This is an optimization exercise on Yosys and OpenROAD, whose aim is small area, a short achievable clock period and few clock cycles per item, not a production implementation. Only simulation tests tie the RTL to the original design; equivalence was not proved.

==> flow/design.v (outline; a module is shown in full before it is edited, if it fits) <==
// module esd_fa: 10 lines
// module esd_ha: 9 lines
// module epoch_seconds_to_date: 4028 lines
module epoch_seconds_to_date (
    input  logic        i_clk,
    input  logic        i_rst_n,
    input  logic        start,
    output logic        busy,
    input  logic [31:0] i_epoch_seconds,
    output logic        o_done,
    output logic [11:0] o_year,
    output logic [3:0]  o_month,
    output logic [4:0]  o_day,
    output logic [4:0]  o_hour,
    output logic [5:0]  o_minute,
    output logic [5:0]  o_second
);
  // ...
==> flow/run.sh <==
#!/bin/bash
# synth_recipe.tcl (not shown) runs the flow's synth.tcl, then flattens the netlist and writes it again
# the make line also repeats each setting of config.mk as NAME=value (left out here)
make -C /OpenROAD-flow-scripts/flow DESIGN_CONFIG=/design/flow/config.mk WORK_HOME=/design/flow/orfs CLKGATE_MAP_FILE= SYNTH_SCRIPT=/design/flow/synth_recipe.tcl finish
==> flow/config.mk <==
export PLATFORM = sky130hd
export DESIGN_NAME = epoch_seconds_to_date
export DESIGN_NICKNAME = epoch_seconds_to_date
export VERILOG_FILES = /design/flow/design.v
export SDC_FILE = /design/flow/constraint.sdc
export NUM_CORES = 4
export LEC_CHECK = 0
export CAP_MARGIN = 20
export CORE_MARGIN = 2
export CORE_UTILIZATION = 40
export CTS_BUF_LIST = sky130_fd_sc_hd__clkbuf_4 sky130_fd_sc_hd__clkbuf_8
export SETUP_SLACK_MARGIN = 4.45
export SLEW_MARGIN = 20
export SYNTH_HIERARCHICAL = 1
==> flow/constraint.sdc <==
create_clock -name core_clock -period 7.0 [get_ports {i_clk}]
set_input_delay 1.4000 -clock core_clock [delete_from_list [all_inputs] [get_ports {i_clk}]]
set_output_delay 1.4000 -clock core_clock [all_outputs]
set_load 0.01 [all_outputs]
==> results.py, run 1 <==
metrics = {
    "run_status": {
        "outcome": "timing/DRC/antenna clean",
    },
    "timing": {
        "relSlewSlack_pct": 42.1,
        "timing_hold_violations_final": 0,
        "setup_ws_ns": 4.53,
        "rsz0062_at_grt": "true",
        "fmax_mhz": 405,
        "drv_slew": 0,
    },
    "critical_path": {
        "path_buf_inv": 1,
        "worstPathRequired_ns": 7.56,
        "path_delay_family": "adder cells",
        "cp-end-kind": "flip-flop",
        "r2r.worst_path.cells": 8,
    },
    "clock_tree": {
        "postCtsSetupBuffers": 1,
        "cts_buffers": 60,
        "htreeDepth": 2,
    },
    "drt": {
        "vias_per_cell": 4.38,
        "drt_iter0_markers": 272,
    },
    "global_routing": {
        "antenna_found_initial": 0,
        "grt_use_total_pct": 12.4,
        "busiest_layer": "met2",
        "grt_start_max_net_pins": 26,
    },
    "cells_and_area": {
        "final_cells": 1722,
        "n_sequential_cell": 378,
        "clock_cell_area_share_pct": 8.00,
        "final_cell_mix": "351 x dfxtp_1, 149 x fa_1, 121 x ha_1, 75 x clkbuf_8, 69 x inv_1",
        "seq-cell-share_pct": 43.9,
    },
    "min_path": {
        "min_path_type": "flip-flop to flip-flop",
        "holdPathEnd": "r3_189",
    },
    "placed_design": {
        "dp_slack_ns": 4.06,
        "dp_hpwl_um": 16700,
    },
    "floorplan": {
        "io-pin-count": 75,
        "die_h_um": 197,
    },
    "logic_synthesis": {
        "synth_top_area_share_pct": 50.6,
        "synth_top_family_by_area": "adder cells",
        "yosysMostFrequentCell": "dfxtp_1",
        "synthTopCellsByArea": "dfxtp_1 51%, fa_1 20%, ha_1 10%, xnor2_1 3.3%, buf_4 2.0%",
        "synth-simple-area-share_pct": 4.56,
        "netlist_instances": 1109,
    },
}
Testbench counts, summed over its fixed seeds: cycles 16,064, items 16,000.
==> run 2, diff against run 1 <==
--- a/flow/config.mk
+++ b/flow/config.mk
@@ -9,5 +9,4 @@
 export CORE_MARGIN = 2
 export CORE_UTILIZATION = 40
-export CTS_BUF_LIST = sky130_fd_sc_hd__clkbuf_4 sky130_fd_sc_hd__clkbuf_8
 export SETUP_SLACK_MARGIN = 4.45
 export SLEW_MARGIN = 20
==> run 2 against run 1 <==
Still clean. Sequential share of layout area decreased by 0.73 points. Cell area up 1.8%. Count of clock-buffer cells in the layout is 34 lower. Largest cell class unchanged. Critical endpoint is now o_year[11]. Final cell count shrank 1.7%. Synthesized area stayed put. Register-to-register slack is essentially flat.
==> results.py, run 2 <==
metrics = {
    "logic_synthesis": {
        "yosys.area.top_type": "dfxtp_1",
        "ys_types": 54,
        "synth_warnings": 7,
        "avgSynthCellArea_um2": 13.5,
        "synth_edf_count": 0,
        "yosysMostFrequentCell": "dfxtp_1",
        "yosys_most_used_dff": "dfxtp_1",
        "synthTopCellsByArea": "dfxtp_1 51%, fa_1 20%, ha_1 10%, xnor2_1 3.3%, buf_4 2.0%",
        "synth_top_area_share_pct": 50.6,
        "async_flop_share_pct": 0,
        "synth_nets": 1420,
        "netlist_instances": 1109,
        "yosys-top-cells-count": "378 x dfxtp_1, 153 x fa_1, 123 x ha_1",
        "synth.ff_latch_count": 378,
        "syn-cell-area_mm2": 0.0150,
        "synth_seq_area_share_pct": 50.6,
    },
    "timing": {
        "relSlewSlack_pct": 44.2,
        "fin_skew_ns": 0.0155,
        "rsz0062_at_grt": "true",
        "final-setup-viol-count": 0,
        "period_needed_ns": 2.50,
        "min_period_over_period_pct": 35.7,
        "timing_hold_violations_final": 0,
        "fmax_mhz": 400,
        "tns_ns": 0,
        "drv_slew": 0,
        "worst_slew_pin_slew_ns": 0.837,
    },
    "drt": {
        "drc": 0,
        "first_pass_iters": 4,
        "vias_per_cell": 4.38,
        "drt_wl_total_um": 22200,
        "routedWlPerCell_um": 13.1,
        "vias": 7417,
        "drt_iter0_markers": 285,
        "postRouteAntennaNets": 0,
    },
    "clock_tree": {
        "clockRootBuffer": "clkbuf_16",
        "insertion_delay_ns": 0.55,
        "path_clk_slew_ns": 0.06,
        "ctsHoldBuffers": 0,
        "cts_tree": "done",
        "clock_path_buffers": 3,
        "cts_sinks": 378,
        "htreeDepth": 2,
        "cts_buffers": 41,
    },
    "critical_path": {
        "worst_path_max_delay_cell": "dfxtp_1",
        "worstPathMaxFanout": 1,
        "path_buf_inv": 1,
        "cp-end-kind": "primary output",
        "cp.arrival_ns": 1.10,
        "worstPathRequired_ns": 5.60,
        "start_kind": "flip-flop",
        "critical_path.max_stage_delay_ns": 0.29,
        "path_delay_family": "flip-flops",
        "critPathKind": "flip-flop to primary output",
        "crit_chain": "dlygate4sd2_1",
    },
    "cells_and_area": {
        "layout_commonest_cell": "dfxtp_1",
        "largest_register_ffs": 8,
        "final_cell_area_mm2": 0.0177,
        "final_cell_mix": "353 x dfxtp_1, 149 x fa_1, 122 x ha_1, 68 x inv_1, 56 x xnor2_1",
        "fin_nets": 1505,
        "area_growth_pct": 18.1,
        "diodes": 0,
        "drive_gt1_share_pct": 12.8,
        "regMostFlops": "r_vld",
    },
    "global_routing": {
        "antenna_found_initial": 0,
        "grt_use_total_pct": 12.3,
        "grt_start_max_net_pins": 26,
        "grt_pass1_wl_um": 38300,
        "overflow": 0,
        "grt_pass1_vias": 7965,
    },
    "placed_design": {
        "place_area_mm2": 0.0159,
        "dp_hpwl_um": 16700,
        "port_buffers": 73,
        "gp_congestion": 0.792,
    },
    "min_path": {
        "min_path_type": "flip-flop to flip-flop",
    },
    "job": {
        "max-cap-violations": 0,
    },
    "floorplan": {
        "die_h_um": 197,
        "rows": 70,
        "io-pin-count": 75,
        "floorplan.initialDensity_pct": 40.8,
        "die_w_um": 197,
        "core_area_mm2": 0.0367,
        "dieArea_mm2": 0.0390,
    },
    "run_status": {
        "outcome": "timing/DRC/antenna clean",
    },
}
==> run 2: cell count changes in the layout (fill, tap and decap cells not counted), sizes merged <==
cell           previous run  this run
bufinv                    6         7
clkbuf                   90        62
clkinv                    9         6
inv                      76        78
clkdlybuf4s15             0        27
clkinvlp                  2         3
buf                      52        17
dlygate4sd2               0         6
==> run 2: final timing paths <==
check               from          to  slack [ns]  cells past startpoint
hold reg to reg   r2_140      r3_141        0.32                      0
hold / removal    r2_140      r3_141        0.32                      0
setup / recovery  r8_334  o_year[11]        4.50                      1
setup reg to reg   r1_15      r2_111        4.53                      8
==> run 2: final cells by class <==
class	instances	area, µm²
clock buffer	56	1200
clock inverter	18	282
fill	3213	19000
inverter	76	304
multi-input combinational	607	6840
sequential	378	7630
tap	468	586
timing repair buffer	90	822
==> run 2: metal layers <==
| metal | vias up | global-route usage, % | wire (µm) |
|---|---|---|---|
| met4 | 0 | 4.79 | 601 |
| li1 | 3753 | - | - |
| met3 | 54 | 3.30 | 983 |
| met1 | 3502 | 14.9 | 9850 |
| met2 | 108 | 20.8 | 10700 |
| met5 | - | 0 | 0 |
==> run 2: timing repair <==
| action | in CTS | in global routing |
|---|---|---|
| gates resized for setup | 97 | 48 |
| setup buffers | 1 | 16 |
| pin swaps | 1 | 7 |
| setup endpoints to repair | 60 | 23 |
==> run 2: modules after synthesis, one instance, submodules excluded <==
module                 flops+latches  cells
epoch_seconds_to_date            378    874
esd_fa                             0      1
esd_ha                             0      1
==> run 2: cells by family after synthesis <==
| family | synth area share (%) |
|---|---|
| AO/OA/AOI/OAI | 4.84 |
| XOR/XNOR | 4.51 |
| adder cells (fa/ha/maj) | 30.8 |
| buffers and inverters | 4.12 |
| flip-flops | 50.6 |
| multiplexers | 0.510 |
| other | 0.0251 |
| AND/OR/NAND/NOR | 4.56 |
==> run 2: through the flow <==
stage / cells / hold WS, ns / worst slack (ns) / utilization [%]
after floorplan: 1109 / 0.310 / 4.45 / -
after global placement: 1602 / 0.310 / 4.22 / 43.4
after detailed placement: 1602 / 0.312 / 4.06 / 43.4
after CTS: 1677 / 0.316 / 4.26 / 47.6
after global routing: 1693 / 0.328 / 4.40 / 48.1
final: 1693 / 0.321 / 4.50 / 48.1

==> separate check: timing with driven ports <==
How much do the figures lean on ideal ports? The routed layouts below were timed once more, with nothing changed but the port constraints.
Step 1 assumes that a clkbuf_16 drives the clock port and a buf_2 every other input.
Step 2 adds t to the input delays and takes it off the output delays; t is the mean of the earliest and latest rising clock arrival at the registers after step 1. Input paths then give back, and output paths get back, about the clock's delay inside the block.
Slacks: ideal ports / drivers / drivers and shift; pairs: ideal ports / drivers.
| run | t, ns | setup WS [ns] | hold WS [ns] |
|---|---|---|---|
| run 1 | 0.669 | 4.529 / 4.492 / 4.529 | 0.310 / 0.310 / 0.310 |
| run 2 | 0.587 | 4.500 / 4.452 / 4.535 | 0.321 / 0.321 / 0.321 |
After both steps setup and hold are still met in every run listed.
